Background: an optimization exercise with open tools, aiming at small area and a short achievable clock period. Do not read the settings as production practice. Only simulation tests tie the RTL to the original design; equivalence was not proved. Power figures rest on the tool's default switching activity, not on a simulated workload.

## config.mk

```make
export PLATFORM = sky130hd
export DESIGN_NAME = lookahead_sw_alloc
export DESIGN_NICKNAME = lookahead_sw_alloc
export VERILOG_FILES = /design/flow/design.v
export SDC_FILE = /design/flow/constraint.sdc
export NUM_CORES = 4
export LEC_CHECK = 0
export ABC_AREA = 1
export CAP_MARGIN = 20
export CORE_MARGIN = 2
export CORE_UTILIZATION = 40
export SLEW_MARGIN = 20
```

## constraint.sdc

```tcl
create_clock -name core_clock -period 29.0 [get_ports {clk}]
set_input_delay 5.8000 -clock core_clock [delete_from_list [all_inputs] [get_ports {clk}]]
set_output_delay 5.8000 -clock core_clock [all_outputs]
set_load 0.01 [all_outputs]
```

## design.v

```verilog
`default_nettype none
package sw_alloc_pkg;
    localparam int NUM_PORT     = 5;
    localparam int NUM_VC       = 6;
    localparam int BYPASS_VC    = 4;
    localparam int NUM_DS_VC    = NUM_VC - 2;
    localparam int NUM_NET_PORT = 4;
    localparam int LOCAL_PORT   = 4;
    localparam int TIME_WIDTH   = 8;
    localparam int BUFFER_DEPTH = 4;
    typedef logic [NUM_PORT-1:0] port_vec_t;
    typedef logic [$clog2(NUM_PORT+1)-1:0] pc_idx_t;
    localparam pc_idx_t NULL_PC = pc_idx_t'(NUM_PORT);
    typedef logic [$clog2(NUM_VC)-1:0] vc_idx_t;
    typedef logic [$clog2(NUM_DS_VC)-1:0] ds_vc_idx_t;
    typedef logic [NUM_DS_VC-1:0] ds_vc_vec_t;
    typedef logic [TIME_WIDTH-1:0] age_t;
    typedef logic [$clog2(BUFFER_DEPTH+1)-1:0] credit_t;
endpackage
`default_nettype wire
`timescale 1ns/1ns
`default_nettype none
module vc_arbiter (
    input  wire [29:0] req,       
    input  wire [47:0] age,       
    output wire [2:0]  sel_vc,
    output wire [7:0]  win_age,
    output wire [4:0]  win_req,
    output wire        byp        
);
    wire [5:0] cand [9];
    wire [5:0] hit  [8];
    wire [5:0] first;
    for (genvar v = 0; v < 6; v++) begin : g_act
        assign cand[8][v] = |req[v*5 +: 5];
    end
    for (genvar b = 7; b >= 0; b--) begin : g_bit
        for (genvar v = 0; v < 6; v++) begin : g_v
            assign hit[b][v] = cand[b+1][v] & age[v*8 + b];
        end
        assign win_age[b] = |hit[b];
        assign cand[b] = win_age[b] ? hit[b] : cand[b+1];
    end
    assign first[0] = cand[0][0];
    for (genvar v = 1; v < 6; v++) begin : g_first
        assign first[v] = cand[0][v] & ~|cand[0][v-1:0];
    end
    assign win_req = ({5{first[0]}} & req[ 0 +: 5]) | ({5{first[1]}} & req[ 5 +: 5])
                   | ({5{first[2]}} & req[10 +: 5]) | ({5{first[3]}} & req[15 +: 5])
                   | ({5{first[4]}} & req[20 +: 5]) | ({5{first[5]}} & req[25 +: 5]);
    assign sel_vc = {first[4] | first[5], first[2] | first[3], first[1] | first[3] | first[5]};
    assign byp    = first[4];
endmodule
`default_nettype wire
`timescale 1ns/1ns
`default_nettype none
module output_arbiter (
    input  wire [24:0] win_req,    
    input  wire [39:0] win_age,    
    input  wire [15:0] avail,      
    output wire [14:0] sel_pc,
    output wire [9:0]  vc_new,
    output wire [15:0] consume,
    output wire [24:0] gnt         
);
    function automatic logic age_ge(input logic [7:0] a, input logic [7:0] b);
        logic c;
        c = 1'b1;
        for (int k = 0; k < 8; k++) begin
            c = (a[k] & ~b[k]) | ((a[k] | ~b[k]) & c);
        end
        age_ge = c;
    endfunction
    wire beats [5][5];
    for (genvar i = 0; i < 5; i++) begin : g_cmp_i
        for (genvar j = 0; j < 5; j++) begin : g_cmp_j
            if (i < j) begin : g_lo
                assign beats[i][j] = age_ge(win_age[i*8 +: 8], win_age[j*8 +: 8]);
            end else if (i > j) begin : g_hi
                assign beats[i][j] = ~beats[j][i];
            end else begin : g_eq
                assign beats[i][j] = 1'b1;
            end
        end
    end
    for (genvar o = 0; o < 5; o++) begin : g_out
        wire [4:0] rq;
        wire       ok;
        wire       any;
        for (genvar i = 0; i < 5; i++) begin : g_rq
            assign rq[i] = win_req[i*5 + o];
        end
        if (o < 4) begin : g_net
            wire [3:0] av = avail[o*4 +: 4];
            assign ok = |av;
            assign vc_new[o*2 +: 2] = {~av[0] & ~av[1], ~av[0] & (av[1] | ~av[2])};
            assign consume[o*4 +: 4] = {4{any}} & {~|av[2:0] , av[2] & ~|av[1:0], av[1] & ~av[0], av[0]};
        end else begin : g_loc
            assign ok = 1'b1;
            assign vc_new[o*2 +: 2] = 2'd0;
        end
        for (genvar i = 0; i < 5; i++) begin : g_g
            wire [4:0] lose;
            for (genvar j = 0; j < 5; j++) begin : g_j
                if (j == i) begin : g_s
                    assign lose[j] = 1'b0;
                end else begin : g_o
                    assign lose[j] = rq[j] & beats[j][i];
                end
            end
            assign gnt[i*5 + o] = ok & rq[i] & ~|lose;
        end
        assign any = ok & |rq;
        assign sel_pc[o*3 +: 3] = {gnt[4*5+o] | ~any, gnt[2*5+o] | gnt[3*5+o], gnt[1*5+o] | gnt[3*5+o] | ~any};
    end
endmodule
`default_nettype wire
`timescale 1ns/1ns
`default_nettype none
module credit_tracker (
    input  wire clk,
    input  wire arst_n,
    input  wire consume,
    input  wire credit_return_in,
    output wire avail
);
    reg  [2:0] used;
    wire [2:0] used_d;
    wire       up = consume & ~credit_return_in;
    wire       dn = credit_return_in & ~consume;
    assign used_d[0] = used[0] ^ up ^ dn;
    assign used_d[1] = used[1] ^ ((up & used[0]) | (dn & ~used[0]));
    assign used_d[2] = used[2] ? ~dn : (up & used[0] & used[1]);
    always @(posedge clk or negedge arst_n) begin
        if (!arst_n) begin
            used <= 3'd0;
        end else begin
            used <= used_d;
        end
    end
    assign avail = ~used[2];
endmodule
`default_nettype wire
`timescale 1ns/1ns
`default_nettype none
module alloc_feedback (
    input  wire [24:0] win_req,    
    input  wire [24:0] gnt,        
    input  wire [3:0]  byp,        
    output wire [24:0] uppv,
    output wire [3:0]  grant_new
);
    assign uppv = win_req & ~gnt;
    for (genvar i = 0; i < 4; i++) begin : g_byp
        assign grant_new[i] = byp[i] & |gnt[i*5 +: 5];
    end
endmodule
`default_nettype wire
`timescale 1ns/1ns
`default_nettype none
module lookahead_sw_alloc (
    input  wire           clk,
    input  wire           arst_n,
    input  wire [149:0]   req,
    input  wire [239:0]   age,
    input  wire [15:0]    credit_return_in,
    output wire [14:0]    sel_vc,
    output wire [14:0]    sel_pc,
    output wire [9:0]     vc_new,
    output wire [15:0]    credit_return_out,
    output wire [24:0]    uppv,
    output wire [3:0]     grant_new
);
    wire [39:0] win_age;
    wire [24:0] win_req;
    wire [4:0]  byp;
    wire [15:0] avail;
    wire [24:0] gnt;
    for (genvar i = 0; i < 5; i++) begin : g_in
        vc_arbiter u_vc_arb (
            .req     (req[i*30 +: 30]),
            .age     (age[i*48 +: 48]),
            .sel_vc  (sel_vc[i*3 +: 3]),
            .win_age (win_age[i*8 +: 8]),
            .win_req (win_req[i*5 +: 5]),
            .byp     (byp[i])
        );
    end
    output_arbiter u_out_arb (
        .win_req (win_req),
        .win_age (win_age),
        .avail   (avail),
        .sel_pc  (sel_pc),
        .vc_new  (vc_new),
        .consume (credit_return_out),
        .gnt     (gnt)
    );
    for (genvar k = 0; k < 16; k++) begin : g_cred
        credit_tracker u_credit (
            .clk              (clk),
            .arst_n           (arst_n),
            .consume          (credit_return_out[k]),
            .credit_return_in (credit_return_in[k]),
            .avail            (avail[k])
        );
    end
    alloc_feedback u_feedback (
        .win_req   (win_req),
        .gnt       (gnt),
        .byp       (byp[3:0]),
        .uppv      (uppv),
        .grant_new (grant_new)
    );
endmodule
`default_nettype wire
```

## run.sh

```bash
#!/bin/bash
# synth_recipe.tcl (not shown) runs the flow's synth.tcl, then flattens the netlist and writes it again
# the make line also repeats each setting of config.mk as NAME=value (left out here)
make -C /OpenROAD-flow-scripts/flow DESIGN_CONFIG=/design/flow/config.mk WORK_HOME=/design/flow/orfs CLKGATE_MAP_FILE= SYNTH_SCRIPT=/design/flow/synth_recipe.tcl finish
```

==> results.cfg, run 1 <==
[synth]
netlist_instances = 2400
async_flop_share_pct = 100
ys_seq_elements = 48
synth.yosys.seq_area_share_pct = 9.82
yosysTopAreaCell = nand2_1
ys_warn_count = 3
yosys.cell_types.count = 42
synth-main-ff-cell = dfrtp_1
syn_area_um2 = 12200
synth_top_cell_area_share_pct = 29.9
synth-edff-count = 0
yosys-top-cells-area = nand2_1 (30%), nand3_1 (16%), dfrtp_1 (9.8%)
avgSynthCellArea_um2 = 5.09

[sta]
rsz0062_at_grt = false
fin_tns_setup_ns = 0
clock_skew_ns = 0.00766
worstMarginPinSlew_ns = 0.672
drv_slew = 0
period_needed_ns = 19.92
finalSetupViolCount = 0
fin_crit_sh_pct = 68.7
fmax_ghz = 0.0502
slew_headroom_pct = 55.0
hold_viol_final = 0

[cells_and_area]
layout_commonest_cell = nand2_1
fin_util_pct = 58.0
layout-drive-gt1-share_pct = 8.90
nFillCells = 3084
largest_register_ffs = 48
nets = 3300
instances_no_fill = 3276
multi_input_area_um2 = 9540
top_regs = g_cred.u_credit.used: 48 flops
area_delta_synth_final_pct = 44.1
regMostFlops = g_cred.u_credit.used
regArea_um2 = 1200
layout_common_cells = nand2_1 (973), clkdlybuf4s50_1 (489), nand3_1 (381), inv_1 (281), nor2_1 (199)

[placement]
dp_hpwl_um = 50900
dp.cells = 3265
gp_congestion = 1.02
io_buffer_count = 490

[floorplan]
die-width_um = 179
coreArea_um2 = 30300
row_count = 64
initial_core_util_pct = 40.3
die_area_um2 = 32000
die_y_um = 179
io_pins = 493

[worst_hold_path]
hp-class = reg -> reg
min_to = g_cred[4].u_credit.used[1]
whs_path_depth = 2
min_from = g_cred[4].u_credit.used[1]

[detailed_routing]
drcViolationCount = 0
ant_nets = 0
via_per_inst = 5.36
drt_iter0_markers = 1207
firstDrtPassIters = 7
vias = 17567
totalWireLength_um = 58200
post_drt_wl_per_cell_um = 17.8

[global_routing]
grt_pass1_vias = 16603
grt_max_degree = 49
grt.total_usage_pct = 34.7
grt_pass1_wl_um = 86700
antenna_found_initial = 4
grt_overflow = 0

[clocking]
cts_setup_buffers = 0
cts_buffers = 5
cts_resized = 0
ctsRootBufferMaster = clkbuf_16
cts.clk_slew.worst_paths_ns = 0.07
clock-sinks = 48
cts_hold_buf = 0
clk_path_buf_depth = 2
cts_tree = built
cts_max_level = 2
clock_latency_ns = 0.30

[run]
maxCapViolations = 0

[power_and_ir_drop]
peakVddDrop_mv = 0.166
leakage_nw = 9.69
p_per_area_nw_per_um2 = 119

[setup_path]
slowest_delay_ns = 0.60
cp-start-kind = primary input
crit_path_end_kind = primary output
reg2reg_slack_ns = 27.01
r2r_cells = 7
critPathMaxFanout = 8
critPathKind = in -> out
crit_path_top_delay_cell = clkdlybuf4s50_1
cp_common_cell = nand2_1
cp.required_ns = 23.20
arrival_ns = 14.12
r2r_end = g_cred[1].u_credit.used[0]
timing.rr.start = g_cred[1].u_credit.used[2]

[run_status]
status = timing/DRC/antenna clean
[power by group]
part | total, mW | leakage, nW | switching [mW] | internal, mW
logic | 1.90 | 9.01 | 1.20 | 0.699
registers | 0.119 | 0.598 | 0.0232 | 0.0963
clock network | 0.0686 | 0.0804 | 0.0276 | 0.0410
total | 2.09 | 9.69 | 1.25 | 0.836
[cell families (layout without fill, tap and decap cells)]
kind of cell	count (synthesis)	count (layout)	share of synthesized area, %
buffers and inverters	364	840	12.2
adders and majority gates	16	16	1.64
and+or+nand+nor	1799	1799	67.3
DFF	48	48	9.82
other	1	5	0.0307
AOI/OAI and AO/OA	156	156	7.86
xor gates and xnor gates	16	16	1.15
[metrics by stage]
| step | hold WS [ns] | total power, mW | area [um2] | worst slack, ns |
|---|---|---|---|---|
| global route | 0.524 | 2.25 | 17600 | 8.14 |
| CTS | 0.491 | 2.06 | 17600 | 9.18 |
| detailed placement | 0.478 | 1.99 | 17400 | 9.21 |
| global placement | 0.473 | 1.97 | 17400 | 9.21 |
| finish | 0.489 | 2.09 | 17600 | 9.08 |
| floorplan | 0.454 | 1.26 | 12200 | 12.10 |
[layout make-up]
type | instances | share of cell area (%)
Antenna cell | 3 | 0.0426
Clock buffer | 5 | 0.710
Clock inverter | 3 | 0.263
Inverter | 338 | 7.21
Multi-Input combinational cell | 1989 | 54.1
Sequential cell | 48 | 6.82
Tap cell | 396 | 2.81
Timing Repair Buffer | 494 | 28.0
[Yosys cell counts, types with 7 or more instances]
library cell	count
nand4_1	45
o21ai_1	22
dfrtp_1	48
nand3b_1	19
xnor2_1	16
o21ai_0	37
nor2_1	199
a22oi_1	24
o21ai_2	7
nand3_2	46
nand2_1	973
nand2_2	54
buf_4	18
a21oi_1	37
inv_2	55
nand3_1	381
inv_1	281
nor3_1	7
nor2_4	13
nor2_2	46
ha_1	16
buf_6	7
[layer usage]
metal	share of wire, %	vias up	track usage [%]
met5	0.019	-	0
met4	5.1	2	15.9
met2	49	846	63.6
li1	-	8640	-
met1	37	7916	38.4
met3	8.9	163	6.76
[worst max path at each step]
stage / start / end / slack [ns]
global route: req[102] / uppv[9] / 8.14
global placement: req[75] / sel_pc[14] / 9.21
detailed placement: req[75] / sel_pc[14] / 9.21
CTS: req[75] / sel_pc[14] / 9.18
floorplan: req[126] / grant_new[2] / 12.10
finish: req[75] / grant_new[1] / 9.08
[worst max-delay path, delay by kind of cell]
family	cells	cell delay (ns)
simple gates	41	5.30
buf+inv	9	1.70
compound gates	7	1.29
==> inputs of run 2 (changes only) <==
==> flow/run.sh (new file) <==
#!/bin/bash
# Standard layout, except that synthesis maps the logic with an area-first
# ABC script (flow/abc_min.script) in place of ORFS's. Everything else,
# registers included, is the standard synthesis and flow.
set -euo pipefail
W=$(pwd)
F=$W/flow
{
    echo "proc abc {args} {"
    echo "    set i [lsearch -exact \$args -script]"
    echo "    if {\$i >= 0} { lset args [expr {\$i + 1}] $F/abc_min.script }"
    echo "    yosys abc {*}\$args"
    echo "}"
    cat "$W/synth_recipe.tcl"
} > "$W/own_synth.tcl"
sed "s#SYNTH_SCRIPT=[^ ]*#SYNTH_SCRIPT=$W/own_synth.tcl#" "$W/standard.sh" > "$W/own_standard.sh"
bash "$W/own_standard.sh" synth > "$W/synth.log" 2>&1
bash "$W/own_standard.sh" > "$W/layout.log" 2>&1
==> flow/abc_min.script (new file) <==
strash
&get -n
&dch -f
&nf -R 1000
&put
==> standard.sh (new file) <==
#!/bin/bash
# synth_recipe.tcl (not shown) runs the flow's synth.tcl, then flattens the netlist and writes it again
# the make line also repeats each setting of config.mk as NAME=value (left out here)
make -C /OpenROAD-flow-scripts/flow DESIGN_CONFIG=/design/flow/config.mk WORK_HOME=/design/flow/orfs CLKGATE_MAP_FILE= SYNTH_SCRIPT=/design/flow/synth_recipe.tcl "${@:-finish}"
removed: run.sh
==> results.cfg, run 2 <==
[global_routing]
antenna_found_initial = 7
grt_pass1_wl_um = 68100
met3_usage_pct = 10.0
top_usage_layer = met2
grt_max_degree = 49
use_met1_pct = 48.3
grt_pass1_vias = 11994
grt.total_usage_pct = 39.1
grtUsageMet2_pct = 63.5
grt_overflow = 0

[floorplan]
coreArea_um2 = 21000
row_count = 53
io_pins = 493
initial_core_util_pct = 40.8
die_area_um2 = 22600
die-width_um = 150
die_y_um = 150

[sta]
slew_headroom_pct = 20.5
worstMarginPinSlew_ns = 1.19
fin_tns_setup_ns = 0
hold_viol_final = 0
rsz0062_at_grt = false
whs_ns = 0.476
finalSetupViolCount = 0
period_needed_ns = 23.63
fin_crit_sh_pct = 81.5
fmax_ghz = 0.0423
clock_skew_ns = 0.00505
drv_slew = 0

[placement]
dp_hpwl_um = 40900
io_buffer_count = 490
gp_congestion = 1.06

[setup_path]
cp.required_ns = 23.20
crit_path_top_delay_cell = a21oi_1
cp-start-kind = primary input
slowest_delay_ns = 0.77
cp_common_cell = a222oi_1
crit_path_end_kind = primary output
critPathMaxFanout = 14
arrival_ns = 17.83
critPathKind = in -> out

[clocking]
ctsRootBufferMaster = clkbuf_16
clock_latency_ns = 0.29
cts_hold_buf = 0
cts_buffers = 5
cts_resized = 0
cts_tree = built
clk_path_buf_depth = 2
clock-sinks = 48
cts_max_level = 2
cts_setup_buffers = 0
cts.clk_slew.worst_paths_ns = 0.07

[synth]
synth_xor_xnor_area_share_pct = 3.27
synth_top_cells_by_count = o21a_1 (154), nand2_1 (146), nor2_1 (117), a22oi_1 (80), a21oi_1 (77)
syn_area_um2 = 8580
synth.most_common_cell = o21a_1
yosys-top-cells-area = dfrtp_1 (14%), o21a_1 (13%), a22oi_1 (7.0%)
yosys.cell_types.count = 42
ys_warn_count = 3
synth.yosys.seq_area_share_pct = 14.0
avgSynthCellArea_um2 = 7.10
netlist_instances = 1208
muxShareOfSynthArea_pct = 0
async_flop_share_pct = 100
synth_top_family_by_area = compound AO/OA/AOI/OAI gates
yosysTopAreaCell = dfrtp_1
ys_seq_elements = 48
synth_top_cell_area_share_pct = 14.0
synth_simple_gate_area_share_pct = 24.0
synth_compound_area_share_pct = 50.2
synth_fa_ha_area_share_pct = 4.20
synth-edff-count = 0
synth-main-ff-cell = dfrtp_1

[detailed_routing]
totalWireLength_um = 47100
ant_nets = 0
firstDrtPassIters = 12
via_per_inst = 6.40
drt_iter0_markers = 1487
vias = 12670
post_drt_wl_per_cell_um = 23.8
drcViolationCount = 0

[power_and_ir_drop]
finalPower_mw = 0.762
p_per_area_nw_per_um2 = 54.6
peakVddDrop_mv = 0.0298
leakage_nw = 5.08

[cells_and_area]
area_delta_synth_final_pct = 62.8
nFillCells = 1802
nets = 2120
top_regs = g_cred.u_credit.used: 48 flops
layout_commonest_cell = clkdlybuf4s50_1
regMostFlops = g_cred.u_credit.used
largest_register_ffs = 48
fin_util_pct = 66.4
layout-drive-gt1-share_pct = 1.06
layout_common_cells = clkdlybuf4s50_1 (489), o21a_1 (154), nand2_1 (146), nor2_1 (117), a22oi_1 (80)

[run]
maxCapViolations = 0

[worst_hold_path]
hp-class = reg -> reg

[run_status]
status = timing/DRC/antenna clean
## run 2: cell types whose count changed in the layout (fill, tap and decap cells not counted), moves of 55 or more
| cell | previous run | this run |
|---|---|---|
| a22oi_1 | 24 | 80 |
| clkinv_1 | 1 | 62 |
| inv_1 | 281 | 0 |
| inv_2 | 55 | 0 |
| nand2_1 | 973 | 146 |
| nand3_1 | 381 | 14 |
| nor2_1 | 199 | 117 |
| o21a_1 | 5 | 154 |
## run 2: final cells by class
cell class                 count  area [um2]  area share (%)
multi-input combinational   1081        7020            50.2
timing repair buffer         498        4960            35.5
sequential                    48        1200            8.60
tap                          275         344            2.46
inverter                      62         233            1.67
clock buffer                   5         125           0.896
clock inverter                 3        68.8           0.493
antenna                        8        20.0           0.143
## run 2: final timing paths
path,startpoint,to,slack [ns],cells after the start
worst max-delay path,req[136],sel_pc[2],5.37,41
worst min-delay path,g_cred[2].u_credit.used[1],g_cred[2].u_credit.used[1],0.48,1
worst max register to register,g_cred[8].u_credit.used[2],g_cred[9].u_credit.used[0],26.46,8
worst min register to register,g_cred[2].u_credit.used[1],g_cred[2].u_credit.used[1],0.48,1
max in group asynchronous,arst_n,g_cred[0].u_credit.used[0],23.06,1
min in group asynchronous,arst_n,g_cred[4].u_credit.used[2],5.52,1
## run 2: power by group
part / internal, mW / switching [mW] / total, mW
Sequential: 0.100 / 0.0310 / 0.131
Combinational: 0.260 / 0.295 / 0.554
Clock: 0.0497 / 0.0271 / 0.0769
## run 2: critical path, delay by kind of cell
family | cells | cell delay [ns]
and+or+nand+nor | 17 | 4.91
AOI/OAI and AO/OA | 17 | 4.28
adders and majority gates | 5 | 1.81
buffers and inverters | 2 | 1.02
## run 2: metal layers
| layer | share of wire [%] | vias up | routed length, um |
|---|---|---|---|
| met5 | 0 | - | 0 |
| met4 | 4.9 | 0 | 2330 |
| met3 | 11 | 141 | 5100 |
| met2 | 46 | 792 | 21600 |
| met1 | 38 | 5906 | 18000 |
| li1 | - | 5831 | - |
## run 2: cell families after synthesis
| group | after synthesis |
|---|---|
| compound gates | 575 |
| flops | 48 |
| buf+inv | 80 |
| other cells | 1 |
| simple gates | 440 |
| fa+ha+maj | 32 |
| xor+xnor | 32 |
## run 2: stage by stage
stage	setup WS [ns]	cells	area [um2]
CTS	5.59	1971	13900
detailed placement	5.57	1963	13700
floorplan	8.27	1209	8580
global route	4.41	1977	14000
finish	5.37	1980	14000
global placement	5.92	1962	13700
==> inputs of run 3 (changes only) <==
--- a/flow/run.sh
+++ b/flow/run.sh
@@ -14,5 +14,6 @@
     cat "$W/synth_recipe.tcl"
 } > "$W/own_synth.tcl"
 sed "s#SYNTH_SCRIPT=[^ ]*#SYNTH_SCRIPT=$W/own_synth.tcl#" "$W/standard.sh" > "$W/own_standard.sh"
+export BUFFER_PORTS_ARGS="-buffer_cell sky130_fd_sc_hd__buf_1"
 bash "$W/own_standard.sh" synth > "$W/synth.log" 2>&1
 bash "$W/own_standard.sh" > "$W/layout.log" 2>&1
==> results.cfg, run 3 <==
[run_status]
status = timing/DRC/antenna clean

[detailed_routing]
totalWireLength_um = 44500
ant_nets = 0
drt_iter0_markers = 1549
post_drt_wl_per_cell_um = 22.5
drcViolationCount = 0
via_per_inst = 6.34
vias = 12526
firstDrtPassIters = 8

[synth]
synth_top_cell_area_share_pct = 14.0
syn_area_um2 = 8580
avgSynthCellArea_um2 = 7.10
synth.yosys.seq_area_share_pct = 14.0
async_flop_share_pct = 100
netlist_instances = 1208
synth-edff-count = 0
synth_top_cells_by_count = o21a_1 (154), nand2_1 (146), nor2_1 (117), a22oi_1 (80), a21oi_1 (77)
ys_seq_elements = 48
synth-main-ff-cell = dfrtp_1
yosysTopAreaCell = dfrtp_1
yosys.cell_types.count = 42
yosys-top-cells-area = dfrtp_1 (14%), o21a_1 (13%), a22oi_1 (7.0%)
synth.most_common_cell = o21a_1
ys_warn_count = 3

[setup_path]
slowest_delay_ns = 0.71
r2r_end = g_cred[5].u_credit.used[0]
cp-start-kind = primary input
crit_path_top_delay_cell = a21oi_1
r2r_cells = 8
timing.rr.start = g_cred[4].u_credit.used[2]
critPathKind = in -> out
critPathMaxFanout = 14
crit_path_end_kind = primary output
reg2reg_slack_ns = 26.44
arrival_ns = 17.16
cp_common_cell = a222oi_1
cp.required_ns = 23.20

[cells_and_area]
layout_commonest_cell = buf_1
largest_register_ffs = 48
area_delta_synth_final_pct = 26.7
top_regs = g_cred.u_credit.used: 48 flops
regMostFlops = g_cred.u_credit.used
layout_common_cells = buf_1 (489), o21a_1 (154), nand2_1 (146), nor2_1 (117), a22oi_1 (80)
nFillCells = 2318
fin_util_pct = 51.7
nets = 2119
stdcell_area_um2 = 10900
layout-drive-gt1-share_pct = 0.943

[clocking]
cts_tree = built
clk_path_buf_depth = 2
cts.clk_slew.worst_paths_ns = 0.06
cts_resized = 0
clock_latency_ns = 0.29
cts_buffers = 5
cts_setup_buffers = 0
cts_hold_buf = 0
ctsRootBufferMaster = clkbuf_16
cts_max_level = 2
clock-sinks = 48

[sta]
fin_tns_setup_ns = 0
fin_crit_sh_pct = 79.2
hold_viol_final = 0
clock_skew_ns = 0.00621
period_needed_ns = 22.96
drv_slew = 0
worstMarginPinSlew_ns = 1.15
slew_headroom_pct = 23.5
rsz0062_at_grt = false
finalSetupViolCount = 0
whs_ns = 0.473
fmax_ghz = 0.0435

[floorplan]
die_area_um2 = 22600
io_pins = 493
row_count = 53
die-width_um = 150
die_y_um = 150
initial_core_util_pct = 40.8
coreArea_um2 = 21000

[run]
maxCapViolations = 0

[placement]
dp_hpwl_um = 38800
io_buffer_count = 490
gp_congestion = 1.02
postPlaceCellArea_um2 = 10700

[power_and_ir_drop]
leakage_nw = 3.75
peakVddDrop_mv = 0.0274
p_per_area_nw_per_um2 = 60.4

[global_routing]
grt_overflow = 0
grt_max_degree = 39
grt.total_usage_pct = 36.5
grt_pass1_wl_um = 64100
antenna_found_initial = 4
grt_pass1_vias = 11307

[worst_hold_path]
min_from = g_cred[11].u_credit.used[1]
whs_path_depth = 1
min_to = g_cred[11].u_credit.used[1]
hp-class = reg -> reg
-- run 3: cells by family after synthesis --
group	count (synthesis)	synth area share, %
buf+inv	80	4.29
xor+xnor	32	3.27
compound gates	575	50.2
flops	48	14.0
simple gates	440	24.0
other cells	1	0.0437
fa+ha+maj	32	4.20
-- run 3: cell type report --
cell class              instances  area (um2)  area share (%)
diodes                          5        12.5           0.115
clock buffers                   5         125            1.15
clock inverters                 3        42.5           0.392
inverters                      62         233            2.14
multi-input cells            1081        7010            64.5
flip-flops and latches         48        1200            11.1
well taps                     275         344            3.17
repair buffers                497        1890            17.4
-- run 3: critical path, delay by kind of cell --
kind | cells | cell delay, ns
buf+inv | 2 | 0.27
simple gates | 17 | 4.71
fa+ha+maj | 5 | 1.79
compound gates | 19 | 4.56
-- run 3: report_power, final --
part / internal (mW) / total [mW] / switching (mW)
sequential: 0.100 / 0.129 / 0.0285
combinational: 0.174 / 0.462 / 0.288
clock: 0.0405 / 0.0663 / 0.0257
-- run 3: how the worst max path moves through the flow --
| stage | start | to | slack, ns | depth (start not counted) |
|---|---|---|---|---|
| after detailed placement | req[136] | grant_new[3] | 6.24 | 43 |
| after global routing | req[136] | grant_new[3] | 5.34 | 43 |
| after CTS | req[136] | grant_new[3] | 6.21 | 43 |
| after floorplan | req[147] | grant_new[3] | 8.27 | 41 |
| after global placement | req[136] | grant_new[3] | 6.40 | 43 |
| final | req[136] | grant_new[3] | 6.04 | 43 |
-- run 3: through the flow --
step	total power, mW	setup WS [ns]	instances
6_report	0.657	6.04	1976
5_1_grt	0.709	5.34	1975
4_1_cts	0.649	6.21	1971
3_5_place_dp	0.580	6.24	1963
3_3_place_gp	0.576	6.40	1963
2_1_floorplan	0.434	8.27	1209
-- run 3: layer usage --
layer | share of wire (%) | GRT usage (%) | vias up | wire length [um]
met3 | 8.9 | 6.39 | 108 | 3960
met4 | 4.2 | 13.8 | 0 | 1860
met5 | 0 | 0 | - | 0
met2 | 45 | 59.4 | 682 | 20200
li1 | - | - | 5827 | -
met1 | 42 | 48.1 | 5909 | 18500
==> inputs of run 4 (changes only) <==
==> flow/abc_min.script (replaced) <==
strash
&get -n
&dch -f
&nf -R 100
&put
buffer -c
upsize -c
dnsize -c
==> results.cfg, run 4 <==
[run_status]
status = timing/DRC/antenna clean

[power_and_ir_drop]
finalPower_mw = 0.665
peakVddDrop_mv = 0.0299
p_per_area_nw_per_um2 = 60.7
leakage_nw = 4.11

[setup_path]
cp.required_ns = 23.20
crit_path_top_delay_cell = nor2_1
critPathMaxFanout = 14
cp_common_cell = a22oi_1
critPathKind = in -> out
r2r_cells = 8
reg2reg_slack_ns = 26.73
arrival_ns = 16.16
slowest_delay_ns = 0.75
crit_path_end = sel_pc[2]
cp-start-kind = primary input
startpoint = req[99]
timing.rr.start = g_cred[4].u_credit.used[2]
r2r_end = g_cred[5].u_credit.used[0]
crit_path_end_kind = primary output

[placement]
dp_hpwl_um = 38700
dp.cells = 1971
pre_cts_slack_ns = 7.20
gp_congestion = 1.08
io_buffer_count = 490

[global_routing]
grt_pass1_vias = 11617
grt_max_degree = 36
antenna_found_initial = 2
grt.total_usage_pct = 35.5
grt_pass1_wl_um = 66600
grt_overflow = 0

[cells_and_area]
top_regs = g_cred.u_credit.used: 48 flops
layout_commonest_cell = buf_1
nFillCells = 2346
instances_no_fill = 1981
layout_common_cells = buf_1 (489), o21a_1 (153), nand2_1 (146), nor2_1 (116), a22oi_1 (80)
nets = 2124
fin_util_pct = 50.2
area_delta_synth_final_pct = 22.9
regMostFlops = g_cred.u_credit.used
largest_register_ffs = 48
layout-drive-gt1-share_pct = 4.64
antenna_cells = 0

[detailed_routing]
totalWireLength_um = 44500
drcViolationCount = 0
highest_layer = met5
post_drt_wl_per_cell_um = 22.5
ant_nets = 0
via_per_inst = 6.36
met2_length_um = 20200
dr_wl_met3_um = 3860
drt-met1-wl_um = 18700
drt_iter0_markers = 1289
firstDrtPassIters = 10
vias = 12601

[clocking]
cts_resized = 0
clk_path_buf_depth = 2
cts_hold_buf = 0
clock-sinks = 48
cts.clk_slew.worst_paths_ns = 0.07
cts_buffers = 5
cts_setup_buffers = 0
cts_tree = built
ctsRootBufferMaster = clkbuf_16
clock_latency_ns = 0.29
cts_max_level = 2

[synth]
async_flop_share_pct = 100
synth_top_cells_by_count = o21a_1 (153), nand2_1 (146), nor2_1 (116), a22oi_1 (80), a21oi_1 (75)
yosys-top-cells-area = dfrtp_1 (13%), o21a_1 (13%), a22oi_1 (6.7%)
yosys.cell_types.count = 63
synth_top_cell_area_share_pct = 13.5
synth-main-ff-cell = dfrtp_1
ys_seq_elements = 48
syn_area_um2 = 8900
netlist_instances = 1250
avgSynthCellArea_um2 = 7.12
synth-edff-count = 0
synth.yosys.seq_area_share_pct = 13.5
yosysTopAreaCell = dfrtp_1
ys_warn_count = 3
synth.most_common_cell = o21a_1

[sta]
clock_skew_ns = 0.00694
slew_headroom_pct = 29.8
finalSetupViolCount = 0
fin_crit_sh_pct = 75.7
hold_viol_final = 0
setup_slack_ns = 7.04
drv_slew = 0
period_needed_ns = 21.96
rsz0062_at_grt = false
fmax_ghz = 0.0455
worstMarginPinSlew_ns = 1.05
fin_tns_setup_ns = 0

[floorplan]
die-width_um = 153
die_area_um2 = 23500
io_pins = 493
initial_core_util_pct = 40.8
coreArea_um2 = 21800
row_count = 54
die_y_um = 153

[worst_hold_path]
hp-class = reg -> reg

[run]
maxCapViolations = 0
==> run 4: per-layer routing <==
layer / global-route usage (%) / vias up
met5: 0 / -
met3: 5.30 / 127
met4: 11.6 / 4
met2: 58.3 / 750
met1: 47.9 / 5913
li1: - / 5807
==> run 4: kinds of logic after synthesis <==
| logic type | Yosys count | synth area share, % |
|---|---|---|
| XOR/XNOR | 32 | 3.15 |
| other | 1 | 0.0421 |
| adder cells (fa/ha/maj) | 32 | 4.16 |
| AND/OR/NAND/NOR | 440 | 23.5 |
| AO/OA/AOI/OAI | 575 | 48.7 |
| buffers and inverters | 122 | 6.96 |
| flip-flops | 48 | 13.5 |
==> run 4: how the worst min path moves through the flow <==
stage | from | end | slack (ns) | depth (start not counted)
6_report | g_cred[7].u_credit.used[2] | g_cred[7].u_credit.used[2] | 0.47 | 1
3_5_place_dp | g_cred[7].u_credit.used[2] | g_cred[7].u_credit.used[2] | 0.46 | 1
2_1_floorplan | g_cred[7].u_credit.used[2] | g_cred[7].u_credit.used[2] | 0.44 | 1
4_1_cts | g_cred[7].u_credit.used[2] | g_cred[7].u_credit.used[2] | 0.48 | 1
3_3_place_gp | g_cred[15].u_credit.used[1] | g_cred[15].u_credit.used[1] | 0.46 | 1
5_1_grt | g_cred[0].u_credit.used[1] | g_cred[0].u_credit.used[1] | 0.49 | 1
==> run 4: cell type report <==
| class | instances | area, um2 | area share, % |
|---|---|---|---|
| multi-input cells | 1081 | 7090 | 64.7 |
| repair buffers | 502 | 1930 | 17.6 |
| clock buffers | 6 | 139 | 1.27 |
| well taps | 280 | 350 | 3.20 |
| inverters | 62 | 233 | 2.13 |
| flip-flops and latches | 48 | 1200 | 11.0 |
| clock inverters | 2 | 10.0 | 0.0914 |
==> run 4: per-stage QoR <==
| step | hold WS, ns | instance area (um2) |
|---|---|---|
| floorplan | 0.440 | 8910 |
| global placement | 0.463 | 10800 |
| detailed placement | 0.463 | 10800 |
| CTS | 0.476 | 10900 |
| global route | 0.486 | 10900 |
| finish | 0.471 | 10900 |
==> run 4: power breakdown <==
part / internal [mW] / switching [mW]
Combinational: 0.180 / 0.297
Clock: 0.0340 / 0.0241
Sequential: 0.100 / 0.0290
==> run 4: worst max-delay path, delay by kind of cell <==
family | cells | cell delay (ns)
compound gates | 19 | 3.72
fa+ha+maj | 5 | 1.55
buf+inv | 2 | 0.31
simple gates | 13 | 4.72
==> inputs of run 5 (changes only) <==
--- a/flow/run.sh
+++ b/flow/run.sh
@@ -14,6 +14,7 @@
     cat "$W/synth_recipe.tcl"
 } > "$W/own_synth.tcl"
 sed "s#SYNTH_SCRIPT=[^ ]*#SYNTH_SCRIPT=$W/own_synth.tcl#" "$W/standard.sh" > "$W/own_standard.sh"
+export SETUP_SLACK_MARGIN=10
 export BUFFER_PORTS_ARGS="-buffer_cell sky130_fd_sc_hd__buf_1"
 bash "$W/own_standard.sh" synth > "$W/synth.log" 2>&1
 bash "$W/own_standard.sh" > "$W/layout.log" 2>&1
==> results.cfg, run 5 <==
[cells_and_area]
nets = 2295
regArea_um2 = 1200
regMostFlops = g_cred.u_credit.used
layout_commonest_cell = buf_1
top_regs = g_cred.u_credit.used: 48 flops
stdcell_area_um2 = 14300
largest_register_ffs = 48
layout_common_cells = buf_1 (371), buf_4 (163), o21a_1 (147), nand2_1 (128), nor2_1 (92)
multi_input_area_um2 = 8660
area_delta_synth_final_pct = 60.9
nFillCells = 1975
layout-drive-gt1-share_pct = 32.5

[synth]
netlist_instances = 1250
syn_area_um2 = 8900
synth_top_cells_by_count = o21a_1 (153), nand2_1 (146), nor2_1 (116), a22oi_1 (80), a21oi_1 (75)
synth-main-ff-cell = dfrtp_1
yosys.cell_types.count = 63
synth.yosys.seq_area_share_pct = 13.5
avgSynthCellArea_um2 = 7.12
ys_warn_count = 3
synth-edff-count = 0
async_flop_share_pct = 100
ys_seq_elements = 48
synth_top_cell_area_share_pct = 13.5
synth.most_common_cell = o21a_1
yosys-top-cells-area = dfrtp_1 (13%), o21a_1 (13%), a22oi_1 (6.7%)
yosysTopAreaCell = dfrtp_1

[placement]
io_buffer_count = 490
dp_hpwl_um = 38000
postPlaceCellArea_um2 = 10800
gp_congestion = 1.08

[setup_path]
cp_common_cell = a222oi_1
arrival_ns = 13.72
startpoint = req[134]
slowest_delay_ns = 0.34
timing.rr.start = g_cred[8].u_credit.used[2]
crit_path_top_delay_cell = a222oi_1
critPathKind = in -> out
cp-start-kind = primary input
critPathMaxFanout = 7
cp.required_ns = 23.20
crit_path_end_kind = primary output

[run]
maxCapViolations = 0

[detailed_routing]
totalWireLength_um = 48100
post_drt_wl_per_cell_um = 22.4
drcViolationCount = 0
vias = 13641
ant_nets = 0
firstDrtPassIters = 9
via_per_inst = 6.34
drt_iter0_markers = 1377

[sta]
fmax_ghz = 0.0512
slew_headroom_pct = 30.9
drv_slew = 0
hold_viol_final = 0
period_needed_ns = 19.52
rsz0062_at_grt = true
fin_crit_sh_pct = 67.3
whs_ns = 0.475
clock_skew_ns = 0.00546
fin_tns_setup_ns = 0
worstMarginPinSlew_ns = 1.03
finalSetupViolCount = 0

[global_routing]
grt_overflow = 0
grt_pass1_wl_um = 70200
grt_pass1_vias = 12774
antenna_found_initial = 0
grt.total_usage_pct = 37.0
grt_max_degree = 26

[floorplan]
die_area_um2 = 23500
coreArea_um2 = 21800
die-width_um = 153
io_pins = 493
die_y_um = 153
row_count = 54
initial_core_util_pct = 40.8

[clocking]
clock_latency_ns = 0.29
cts_tree = built
clock-sinks = 48
cts_buffers = 5
ctsRootBufferMaster = clkbuf_16
cts.clk_slew.worst_paths_ns = 0.07
cts_max_level = 2
clk_path_buf_depth = 2

[power_and_ir_drop]
p_per_area_nw_per_um2 = 62.3
peakVddDrop_mv = 0.0429
leakage_nw = 5.77
finalPower_mw = 0.893

[worst_hold_path]
hp-class = reg -> reg
min_from = g_cred[15].u_credit.used[1]

[run_status]
status = timing/DRC/antenna clean
-- run 5: cell type report --
class                           instances  share of cell area [%]
Tap cell                              280                    2.44
Sequential cell                        48                    8.38
Timing Repair Buffer                  672                    25.9
Clock inverter                          3                   0.323
Multi-Input combinational cell       1082                    60.4
Antenna cell                            1                  0.0175
Clock buffer                            5                   0.873
Inverter                               62                    1.66
-- run 5: repair_timing --
action	4_1_cts	5_1_grt
gates resized for setup	273	291
setup buffers	108	68
endpoints found under the hold margin	0	0
hold buffers	0	0
cloned	2	0
pin swaps	110	121
setup endpoints to repair	73	60
-- run 5: worst paths after layout --
path	slack, ns	cells past startpoint	endpoint
min	0.48	1	g_cred[15].u_credit.used[1]
max	9.48	43	grant_new[0]
min in group asynchronous	5.50	1	g_cred[9].u_credit.used[2]
max in group asynchronous	22.73	2	g_cred[2].u_credit.used[0]
min reg2reg	0.48	1	g_cred[15].u_credit.used[1]
max reg2reg	26.65	10	g_cred[11].u_credit.used[0]
-- run 5: metal layers --
layer  part of all wire [%]  global-route usage [%]  routed length (um)  up-vias
met1                     39                    46.3               18900     6460
met5                      0                       0                   0        -
met2                     47                    63.5               22900      817
met3                    8.3                    5.93                3970      199
met4                    5.0                    14.9                2430        0
li1                       -                       -                   -     6165
-- run 5: logic make-up after synthesis --
group / count (synthesis) / share of synthesized area (%)
buf+inv: 122 / 6.96
other cells: 1 / 0.0421
xor+xnor: 32 / 3.15
fa+ha+maj: 32 / 4.16
flops: 48 / 13.5
simple gates: 440 / 23.5
compound gates: 575 / 48.7
-- run 5: where the power goes --
group          internal [mW]  switching (mW)  leakage [nW]  total (mW)
sequential             0.100          0.0298         0.588       0.130
clock                 0.0410          0.0270        0.0804      0.0680
combinational          0.323           0.373          5.10       0.695
-- run 5: worst max-delay path, delay by kind of cell --
family	cells	cell delay, ns
compound gates	19	3.24
simple gates	16	2.78
fa+ha+maj	5	1.53
buf+inv	3	0.37
-- run 5: through the flow --
step | std cells | utilization, % | worst slack, ns
after CTS | 2084 | 58.9 | 9.64
after detailed placement | 1966 | 49.5 | 7.13
after global placement | 1966 | 49.5 | 7.02
final | 2153 | 65.7 | 9.48
after global routing | 2152 | 65.6 | 9.02
after floorplan | 1251 | - | 9.84
==> inputs of run 6 (changes only) <==
--- a/flow/run.sh
+++ b/flow/run.sh
@@ -14,7 +14,7 @@
     cat "$W/synth_recipe.tcl"
 } > "$W/own_synth.tcl"
 sed "s#SYNTH_SCRIPT=[^ ]*#SYNTH_SCRIPT=$W/own_synth.tcl#" "$W/standard.sh" > "$W/own_standard.sh"
-export SETUP_SLACK_MARGIN=10
+export SETUP_SLACK_MARGIN=9
 export BUFFER_PORTS_ARGS="-buffer_cell sky130_fd_sc_hd__buf_1"
 bash "$W/own_standard.sh" synth > "$W/synth.log" 2>&1
 bash "$W/own_standard.sh" > "$W/layout.log" 2>&1
==> results.cfg, run 6 <==
[run_status]
status = timing/DRC/antenna clean

[setup_path]
cp-start-kind = primary input
crit_path_top_delay_cell = a222oi_1
slowest_delay_ns = 0.35
cp.required_ns = 23.20
arrival_ns = 13.96
crit_path_end_kind = primary output
critPathKind = in -> out
cp_common_cell = a222oi_1
critPathMaxFanout = 8

[cells_and_area]
antenna_cells = 0
nFillCells = 2220
layout-drive-gt1-share_pct = 15.4
area_delta_synth_final_pct = 37.5
largest_register_ffs = 48
nets = 2198
layout_common_cells = buf_1 (469), o21a_1 (152), nand2_1 (143), nor2_1 (110), buf_4 (82)
top_regs = g_cred.u_credit.used: 48 flops
layout_commonest_cell = buf_1
regMostFlops = g_cred.u_credit.used

[sta]
hold_viol_final = 0
whs_ns = 0.473
clock_skew_ns = 0.00666
fin_crit_sh_pct = 68.1
fin_tns_setup_ns = 0
drv_slew = 0
worstMarginPinSlew_ns = 0.963
finalSetupViolCount = 0
rsz0062_at_grt = true
slew_headroom_pct = 35.4
period_needed_ns = 19.76
fmax_ghz = 0.0506

[power_and_ir_drop]
p_per_area_nw_per_um2 = 61.6
peakVddDrop_mv = 0.0301
leakage_nw = 4.71

[clocking]
clock_latency_ns = 0.29
clk_path_buf_depth = 2
cts_tree = built
cts_buffers = 5
cts.clk_slew.worst_paths_ns = 0.06
clock-sinks = 48
cts_max_level = 2
ctsRootBufferMaster = clkbuf_16

[synth]
synth_top_cell_area_share_pct = 13.5
ys_seq_elements = 48
ys_warn_count = 3
synth.most_common_cell = o21a_1
synth.yosys.seq_area_share_pct = 13.5
yosys.cell_types.count = 63
yosysTopAreaCell = dfrtp_1
netlist_instances = 1250
avgSynthCellArea_um2 = 7.12
syn_area_um2 = 8900
async_flop_share_pct = 100
synth-main-ff-cell = dfrtp_1
synth-edff-count = 0
yosys-top-cells-area = dfrtp_1 (13%), o21a_1 (13%), a22oi_1 (6.7%)
synth_top_cells_by_count = o21a_1 (153), nand2_1 (146), nor2_1 (116), a22oi_1 (80), a21oi_1 (75)

[floorplan]
die-width_um = 153
die_y_um = 153
initial_core_util_pct = 40.8
io_pins = 493
row_count = 54
coreArea_um2 = 21800
die_area_um2 = 23500

[detailed_routing]
post_drt_wl_per_cell_um = 22.5
drt_iter0_markers = 1242
dr_wl_met3_um = 4170
drcViolationCount = 0
vias = 12989
met2_length_um = 21300
totalWireLength_um = 46200
via_per_inst = 6.32
firstDrtPassIters = 8
highest_layer = met5
drt-met1-wl_um = 18900
ant_nets = 0

[placement]
gp_congestion = 1.08
dp_hpwl_um = 38700
io_buffer_count = 490

[worst_hold_path]
hp-class = reg -> reg

[global_routing]
grt_pass1_vias = 11914
grt_overflow = 0
grt_max_degree = 36
grt.total_usage_pct = 36.2
antenna_found_initial = 1
grt_pass1_wl_um = 67800

[run]
maxCapViolations = 0
[run 6: changes by cell type in the layout (fill, tap and decap cells not counted), sizes merged]
cell	before	now
buf	620	564
clkbuf	57	16
clkinv	0	3
and3	27	29
inv	63	61
a21oi	78	77
bufinv	1	0
clkinvlp	1	0
diode	1	0
[run 6: layout make-up]
class / instances / area [um2] / area share, %
Timing Repair Buffer: 574 / 2560 / 20.9
Clock inverter: 2 / 10.0 / 0.0817
Tap cell: 280 / 350 / 2.86
Inverter: 62 / 238 / 1.94
Sequential cell: 48 / 1200 / 9.81
Clock buffer: 6 / 139 / 1.13
Multi-Input combinational cell: 1083 / 7750 / 63.3
[run 6: metrics by stage]
step	cell area (um2)	setup slack, ns	utilization (%)	instances	total power, mW
after floorplan	8910	9.72	-	1251	0.451
after global routing	12200	8.81	56.1	2055	0.806
after global placement	10800	7.21	49.4	1971	0.593
after CTS	11500	9.01	52.5	2011	0.689
after detailed placement	10800	7.20	49.4	1971	0.596
final	12200	9.24	56.1	2055	0.754
[run 6: repair_timing]
action	in CTS	in global routing
pin swaps	10	81
hold buffers	0	0
setup endpoints to repair	60	60
gates resized for setup	82	129
setup buffers	32	42
cloned	0	2
[run 6: logic make-up (layout without fill, tap and decap cells)]
| kind of cell | after synthesis | count (layout) | share of synthesized area (%) |
|---|---|---|---|
| simple gates | 440 | 442 | 23.5 |
| compound gates | 575 | 575 | 48.7 |
| fa+ha+maj | 32 | 32 | 4.16 |
| xor+xnor | 32 | 32 | 3.15 |
| flops | 48 | 48 | 13.5 |
| other cells | 1 | 2 | 0.0421 |
| buf+inv | 122 | 644 | 6.96 |
[run 6: worst max-delay path, delay by kind of cell]
kind,cells,cell delay [ns]
and+or+nand+nor,16,2.79
adders and majority gates,5,1.55
AOI/OAI and AO/OA,19,3.41
buffers and inverters,3,0.37
[run 6: report_power, final]
group,total [mW],switching [mW],internal [mW]
clock network,0.0580,0.0240,0.0340
logic,0.567,0.330,0.237
registers,0.129,0.0290,0.100
total,0.754,0.383,0.371
[run 6: worst paths after layout]
kind | start | to | slack, ns | cells after the start
min reg2reg | g_cred[12].u_credit.used[1] | g_cred[12].u_credit.used[1] | 0.47 | 1
max reg2reg | g_cred[8].u_credit.used[2] | g_cred[9].u_credit.used[0] | 26.78 | 8
min in group asynchronous | arst_n | g_cred[0].u_credit.used[0] | 5.41 | 1
max | req[136] | grant_new[3] | 9.24 | 43
max in group asynchronous | arst_n | g_cred[14].u_credit.used[0] | 22.81 | 2
min | g_cred[12].u_credit.used[1] | g_cred[12].u_credit.used[1] | 0.47 | 1
[run 6: routing by layer]
metal	GRT usage, %	vias up
met3	5.50	146
met1	48.0	6127
li1	-	5970
met4	11.9	2
met2	60.1	744
met5	0	-
==> inputs of run 7 (changes only) <==
--- a/flow/run.sh
+++ b/flow/run.sh
@@ -14,7 +14,7 @@
     cat "$W/synth_recipe.tcl"
 } > "$W/own_synth.tcl"
 sed "s#SYNTH_SCRIPT=[^ ]*#SYNTH_SCRIPT=$W/own_synth.tcl#" "$W/standard.sh" > "$W/own_standard.sh"
-export SETUP_SLACK_MARGIN=9
+export SETUP_SLACK_MARGIN=8
 export BUFFER_PORTS_ARGS="-buffer_cell sky130_fd_sc_hd__buf_1"
 bash "$W/own_standard.sh" synth > "$W/synth.log" 2>&1
 bash "$W/own_standard.sh" > "$W/layout.log" 2>&1
==> flow/abc_min.script (replaced) <==
strash
&get -n
&dc2
&dch -f
&nf -R 100
&put
buffer -c
upsize -c
dnsize -c
==> results.cfg, run 7 <==
[synth]
netlist_instances = 1367
synth-main-ff-cell = dfrtp_1
async_flop_share_pct = 100
muxShareOfSynthArea_pct = 0
ys_warn_count = 3
synth_top_cell_area_share_pct = 13.2
synth-edff-count = 0
yosys-top-cells-area = dfrtp_1 (13%), o21ai_0 (8.4%), nand2_1 (6.7%)
synth_simple_gate_area_share_pct = 26.8
yosysTopAreaCell = dfrtp_1
synth.yosys.seq_area_share_pct = 13.2
synth.most_common_cell = nand2_1
synth_xor_xnor_area_share_pct = 3.07
synth_fa_ha_area_share_pct = 3.61
avgSynthCellArea_um2 = 6.67
syn_area_um2 = 9120
synth_top_family_by_area = compound AO/OA/AOI/OAI gates
yosys.cell_types.count = 75
synth_top_cells_by_count = nand2_1 (163), nor2_1 (153), o21ai_0 (153), a22oi_1 (76), a21oi_1 (75)
ys_seq_elements = 48
synth_compound_area_share_pct = 45.3

[setup_path]
slowest_delay_ns = 0.48
arrival_ns = 14.76
crit_path_end_kind = primary output
cp-start-kind = primary input
critPathMaxFanout = 18
cp.required_ns = 23.20
crit_path_top_delay_cell = and4_1
critPathKind = in -> out

[clocking]
cts_max_level = 2
cts_buffers = 5
cts_hold_buf = 0
clk_path_buf_depth = 2
clock-sinks = 48
ctsRootBufferMaster = clkbuf_16
cts.clk_slew.worst_paths_ns = 0.06
clock_latency_ns = 0.30
cts_tree = built

[sta]
worstMarginPinSlew_ns = 0.963
period_needed_ns = 20.56
fin_crit_sh_pct = 70.9
finalSetupViolCount = 0
fin_tns_setup_ns = 0
rsz0062_at_grt = false
slew_headroom_pct = 35.1
hold_viol_final = 0
fmax_ghz = 0.0486
whs_ns = 0.465
drv_slew = 0
clock_skew_ns = 0.0123

[cells_and_area]
regMostFlops = g_cred.u_credit.used
largest_register_ffs = 48
regArea_um2 = 1200
nFillCells = 2456
fin_util_pct = 51.0
layout_common_cells = buf_1 (489), nand2_1 (163), nor2_1 (145), o21ai_0 (136), a22oi_1 (76)
layout-drive-gt1-share_pct = 8.79
top_regs = g_cred.u_credit.used: 48 flops
multi_input_area_um2 = 7470
layout_commonest_cell = buf_1
area_delta_synth_final_pct = 25.9
nets = 2254

[power_and_ir_drop]
p_per_area_nw_per_um2 = 73.0
leakage_nw = 4.28
peakVddDrop_mv = 0.0421

[floorplan]
row_count = 55
io_pins = 493
die-width_um = 155
die_area_um2 = 24000
coreArea_um2 = 22500
initial_core_util_pct = 40.5
die_y_um = 155

[placement]
gp_congestion = 1.04
io_buffer_count = 490
dp_hpwl_um = 41200

[detailed_routing]
vias = 13326
ant_nets = 0
drt_iter0_markers = 1514
firstDrtPassIters = 9
via_per_inst = 6.27
post_drt_wl_per_cell_um = 22.5
drcViolationCount = 0
totalWireLength_um = 47800

[global_routing]
antenna_found_initial = 5
grt_max_degree = 49
grt_pass1_vias = 12570
grt_pass1_wl_um = 70300
grt_overflow = 0
grt.total_usage_pct = 37.4

[run]
maxCapViolations = 0

[worst_hold_path]
hp-class = reg -> reg

[run_status]
status = timing/DRC/antenna clean
==> run 7: cell count changes in the layout (fill, tap and decap cells not counted), sizes merged, moves of 13 or more <==
cell / previous run / this run
o21ai: 41 / 199
o221a: 29 / 5
inv: 61 / 75
o22ai: 24 / 37
nand2: 146 / 164
buf: 564 / 509
o21a: 154 / 49
o211ai: 28 / 71
nor2: 117 / 165
==> run 7: where the power goes <==
part           leakage (nW)  total, mW  switching (mW)  internal (mW)
Clock                0.0702     0.0617          0.0273         0.0345
Combinational          3.62      0.649           0.410          0.239
Sequential            0.588      0.127          0.0285         0.0988
==> run 7: layout make-up <==
cell class	count	area share, %
multi-input combinational	1185	65.0
tap	285	3.10
antenna	8	0.174
sequential	48	10.5
clock inverter	1	0.0654
clock buffer	7	1.24
inverter	79	2.61
timing repair buffer	511	17.3
==> run 7: critical path: cells and delay by family <==
kind	cells	cell delay (ns)
AO/OA/AOI/OAI	20	4.49
buffers and inverters	4	0.63
AND/OR/NAND/NOR	18	3.83
==> run 7: per-layer routing <==
metal	vias up	GRT usage [%]	share of wire, %
li1	6178	-	-
met1	6157	42.0	37
met2	814	68.6	49
met3	177	6.04	8.0
met4	0	18.0	5.8
met5	-	0	0
==> run 7: metrics by stage <==
step	power (mW)	area, um2	cells	setup WS [ns]
finish	0.838	11500	2124	8.44
global route	0.899	11500	2121	7.93
CTS	0.802	11200	2112	8.01
detailed placement	0.734	11000	2102	7.36
global placement	0.731	11000	2099	7.03
floorplan	0.549	9130	1368	10.29
==> run 7: final timing paths <==
path                                            start                           to  slack, ns  cells after the start
max                                           req[51]                 grant_new[0]       8.44                     42
min                        g_cred[7].u_credit.used[2]   g_cred[7].u_credit.used[2]       0.46                      1
max reg2reg                g_cred[0].u_credit.used[2]   g_cred[2].u_credit.used[0]      26.54                      7
min reg2reg                g_cred[7].u_credit.used[2]   g_cred[7].u_credit.used[2]       0.46                      1
max in group asynchronous                      arst_n   g_cred[2].u_credit.used[0]      22.96                      2
min in group asynchronous                      arst_n  g_cred[10].u_credit.used[1]       5.61                      2
==> run 7: cells by family after synthesis <==
| family | after synthesis |
|---|---|
| AOI/OAI and AO/OA | 616 |
| xor gates and xnor gates | 32 |
| adders and majority gates | 28 |
| buffers and inverters | 135 |
| DFF | 48 |
| other | 1 |
| and+or+nand+nor | 507 |
==> run 7: repair_timing <==
| item | in CTS | in global routing |
|---|---|---|
| gates resized for setup | 11 | 77 |
| pin swaps | 1 | 7 |
| setup endpoints to repair | 41 | 60 |
| buffers inserted | 2 | 3 |
==> inputs of run 8 (changes only) <==
==> flow/abc_min.script (replaced) <==
strash
&get -n
&dch -f
&nf -R 100
&put
buffer -c
upsize -c
dnsize -c
==> results.cfg, run 8 <==
[run_status]
status = timing/DRC/antenna clean

[floorplan]
io_pins = 493
coreArea_um2 = 21800
initial_core_util_pct = 40.8
die_y_um = 153
row_count = 54
die_area_um2 = 23500
die-width_um = 153

[power_and_ir_drop]
clockPowerShare_pct = 8.5
p_sw_share_pct = 52.3
p_switching_mw = 0.359
peakVddDrop_mv = 0.0301
p_per_area_nw_per_um2 = 60.6
intPower_mw = 0.327
seq_power_share_pct = 18.8
leakage_nw = 4.23
pwr-share-comb_pct = 72.7

[synth]
synth_fa_ha_area_share_pct = 4.16
synth.most_common_cell = o21a_1
synth_top_cells_by_count = o21a_1 (153), nand2_1 (146), nor2_1 (116), a22oi_1 (80), a21oi_1 (75)
synth_xor_xnor_area_share_pct = 3.15
synth.yosys.seq_area_share_pct = 13.5
yosys-top-cells-area = dfrtp_1 (13%), o21a_1 (13%), a22oi_1 (6.7%)
synth_compound_area_share_pct = 48.7
ys_seq_elements = 48
muxShareOfSynthArea_pct = 0
synth-edff-count = 0
synth_simple_gate_area_share_pct = 23.5
syn_area_um2 = 8900
ys_warn_count = 3
avgSynthCellArea_um2 = 7.12
netlist_instances = 1250
synth_top_family_by_area = compound AO/OA/AOI/OAI gates
yosysTopAreaCell = dfrtp_1
synth-main-ff-cell = dfrtp_1
async_flop_share_pct = 100
synth_top_cell_area_share_pct = 13.5
yosys.cell_types.count = 63

[sta]
rsz0062_at_grt = true
clock_skew_ns = 0.00906
fin_crit_sh_pct = 71.0
finalSetupViolCount = 0
worstMarginPinSlew_ns = 0.883
drv_slew = 0
hold_viol_final = 0
fmax_ghz = 0.0486
slew_headroom_pct = 40.8
fin_tns_setup_ns = 0
period_needed_ns = 20.59
setup_slack_ns = 8.41

[global_routing]
top_usage_layer = met2
grt_pass1_vias = 11649
grt.total_usage_pct = 35.6
grt_pass1_wl_um = 66700
antenna_found_initial = 2
grtUsageMet2_pct = 58.6
met3_usage_pct = 5.53
use_met1_pct = 47.9
grt_overflow = 0
grt_max_degree = 36

[setup_path]
arrival_ns = 14.79
critPathKind = in -> out
critPathMaxFanout = 13
reg2reg_slack_ns = 26.71
cp.required_ns = 23.20
timing.critical_path.buf_inv = 3
critical-path-top-delay-family = compound AO/OA/AOI/OAI gates
crit_path_end_kind = primary output
slowest_delay_ns = 0.37
r2r_cells = 8
cp.depth = 41
crit_path_top_delay_cell = nor4_2
cp-start-kind = primary input
cp_common_cell = a22oi_1

[cells_and_area]
top_regs = g_cred.u_credit.used: 48 flops
layout-drive-gt1-share_pct = 8.24
regMostFlops = g_cred.u_credit.used
antenna_cells = 0
nets = 2135
area_delta_synth_final_pct = 27.2
layout_common_cells = buf_1 (489), o21a_1 (153), nand2_1 (146), nor2_1 (110), a22oi_1 (80)
largest_register_ffs = 48
layout_commonest_cell = buf_1
instances_no_fill = 1992
nFillCells = 2311

[detailed_routing]
ant_nets = 0
drcViolationCount = 0
vias = 12642
post_drt_wl_per_cell_um = 22.5
firstDrtPassIters = 8
drt_iter0_markers = 1238
via_per_inst = 6.35
totalWireLength_um = 44800

[clocking]
cts_tree = built
clk_path_buf_depth = 2
ctsRootBufferMaster = clkbuf_16
clock-sinks = 48
cts_buffers = 5
cts_hold_buf = 0
cts.clk_slew.worst_paths_ns = 0.06
clock_latency_ns = 0.29
cts_max_level = 2

[placement]
dp_hpwl_um = 38700
io_buffer_count = 490
dp.cells = 1971
pre_cts_slack_ns = 7.20
gp_congestion = 1.08

[run]
maxCapViolations = 0

[worst_hold_path]
whs_path_depth = 1
hp-class = reg -> reg
==> run 8: power by group through the flow <==
stage                     Combinational [mW]  Clock [mW]  Sequential, mW
after floorplan                        0.328           0           0.123
after global placement                 0.464           0           0.129
after detailed placement               0.466           0           0.130
after CTS                              0.473      0.0594           0.129
after global routing                   0.541      0.0618           0.135
final                                  0.498      0.0583           0.129
==> run 8: final cells by class <==
type	instances	area (um2)	area share, %
multi-input cells	1082	7380	65.2
clock buffers	6	139	1.23
well taps	280	350	3.09
inverters	62	233	2.06
flip-flops and latches	48	1200	10.6
clock inverters	2	10.0	0.0884
repair buffers	512	2010	17.7
==> run 8: cells by family (layout without fill, tap and decap cells) <==
group	after synthesis	after routing
other	1	2
AO/OA/AOI/OAI	575	575
XOR/XNOR	32	32
AND/OR/NAND/NOR	440	441
adder cells (fa/ha/maj)	32	32
flip-flops	48	48
buffers and inverters	122	582
==> run 8: metal layers <==
layer	vias to the layer above	routed length, um
met5	-	27
met4	4	1740
met3	137	4050
met2	735	20400
met1	5930	18600
li1	5836	-
==> run 8: path summary, 6_finish.rpt <==
path / from / to
hold / removal: g_cred[12].u_credit.used[1] / g_cred[12].u_credit.used[1]
min in group asynchronous: arst_n / g_cred[0].u_credit.used[0]
max in group asynchronous: arst_n / g_cred[13].u_credit.used[0]
hold reg to reg: g_cred[12].u_credit.used[1] / g_cred[12].u_credit.used[1]
setup reg to reg: g_cred[4].u_credit.used[2] / g_cred[5].u_credit.used[0]
setup / recovery: req[6] / grant_new[0]
==> run 8: timing repair <==
item                       CTS  global route
gates resized for setup     22            49
setup endpoints to repair   58            60
gates cloned                 0             1
pin swaps                    0             7
buffers inserted             0            12
==> run 8: stage by stage <==
stage               power, mW  utilization [%]  hold WS, ns  instance area [um2]
floorplan               0.451                -        0.440                 8910
global placement        0.593             49.4        0.463                10800
detailed placement      0.596             49.4        0.463                10800
CTS                     0.661             50.5        0.476                11000
global route            0.738             51.9        0.486                11300
finish                  0.686             51.9        0.473                11300
==> inputs of run 9 (changes only) <==
--- a/config.mk
+++ b/config.mk
@@ -8,5 +8,5 @@
 export ABC_AREA = 1
 export CAP_MARGIN = 20
 export CORE_MARGIN = 2
-export CORE_UTILIZATION = 40
+export CORE_UTILIZATION = 65
 export SLEW_MARGIN = 20
==> results.cfg, run 9 <==
[run_status]
status = stopped before the end
first-error = [ERROR PPL-0024] Number of IO pins (493) exceeds maximum number of available positions (430). Increase the die perimeter from 484.14um to 670.48um.
stop_stage = I/O pin placement

[floorplan]
row_count = 42
initial_core_util_pct = 67.0
die-width_um = 121
die_y_um = 121

[synth]
ys_warn_count = 3
synth_top_cells_by_count = o21a_1 (153), nand2_1 (146), nor2_1 (116), a22oi_1 (80), a21oi_1 (75)
ys_seq_elements = 48
synth.most_common_cell = o21a_1
avgSynthCellArea_um2 = 7.12
synth_top_cell_area_share_pct = 13.5
async_flop_share_pct = 100
yosys-top-cells-area = dfrtp_1 (13%), o21a_1 (13%), a22oi_1 (6.7%)
synth-main-ff-cell = dfrtp_1
netlist_instances = 1250
synth.yosys.seq_area_share_pct = 13.5
syn_area_um2 = 8900
yosysTopAreaCell = dfrtp_1
synth-edff-count = 0
yosys.cell_types.count = 63
==> run 9: cell counts after synthesis <==
Identical to the previous run, type by type.
==> run 9: cells by family after synthesis <==
logic type	count (synthesis)	share of synthesized area, %
AO/OA/AOI/OAI	575	48.7
AND/OR/NAND/NOR	440	23.5
buffers and inverters	122	6.96
flip-flops	48	13.5
XOR/XNOR	32	3.15
adder cells (fa/ha/maj)	32	4.16
other	1	0.0421

-- afterwards: timing with drivers on the ports --
Ports are ideal in the flow. The routed layouts listed here were re-timed in OpenROAD.
Step 1: set_driving_cell puts a clkbuf_16 on clk and a buf_2 on each other input, an assumption about the parent block.
Step 2 also shifts input and output timing later by t, the mid clock arrival at the registers, as if the neighbouring blocks saw the same clock.
a / b / c = ideal ports / drivers / drivers and shift; a / b = the first two.
run	t (ns)	setup WS [ns]	hold WS [ns]	clock arrival spread, ns	pins driven straight from the clock port
run 1	0.327	9.084 / 9.060 / 9.060	0.489 / 0.489 / 0.489	0.007 / 0.008	1
run 2	0.325	5.370 / 5.342 / 5.342	0.476 / 0.476 / 0.476	0.006 / 0.007	1
run 3	0.320	6.036 / 6.003 / 6.003	0.473 / 0.473 / 0.473	0.006 / 0.007	1
run 4	0.318	7.036 / 7.014 / 7.014	0.471 / 0.471 / 0.471	0.007 / 0.007	1
run 5	0.325	9.480 / 9.435 / 9.435	0.475 / 0.475 / 0.475	0.006 / 0.006	1
run 6	0.319	9.238 / 9.209 / 9.209	0.473 / 0.473 / 0.473	0.007 / 0.007	1
run 7	0.337	8.439 / 8.413 / 8.413	0.465 / 0.465 / 0.465	0.013 / 0.013	1
run 8	0.321	8.414 / 8.359 / 8.359	0.473 / 0.473 / 0.473	0.010 / 0.009	1
After both steps setup and hold are still met in every run listed. The setup slack of run 8, which loses most, moves by -0.055 ns with the drivers and by -0.055 ns with both steps.
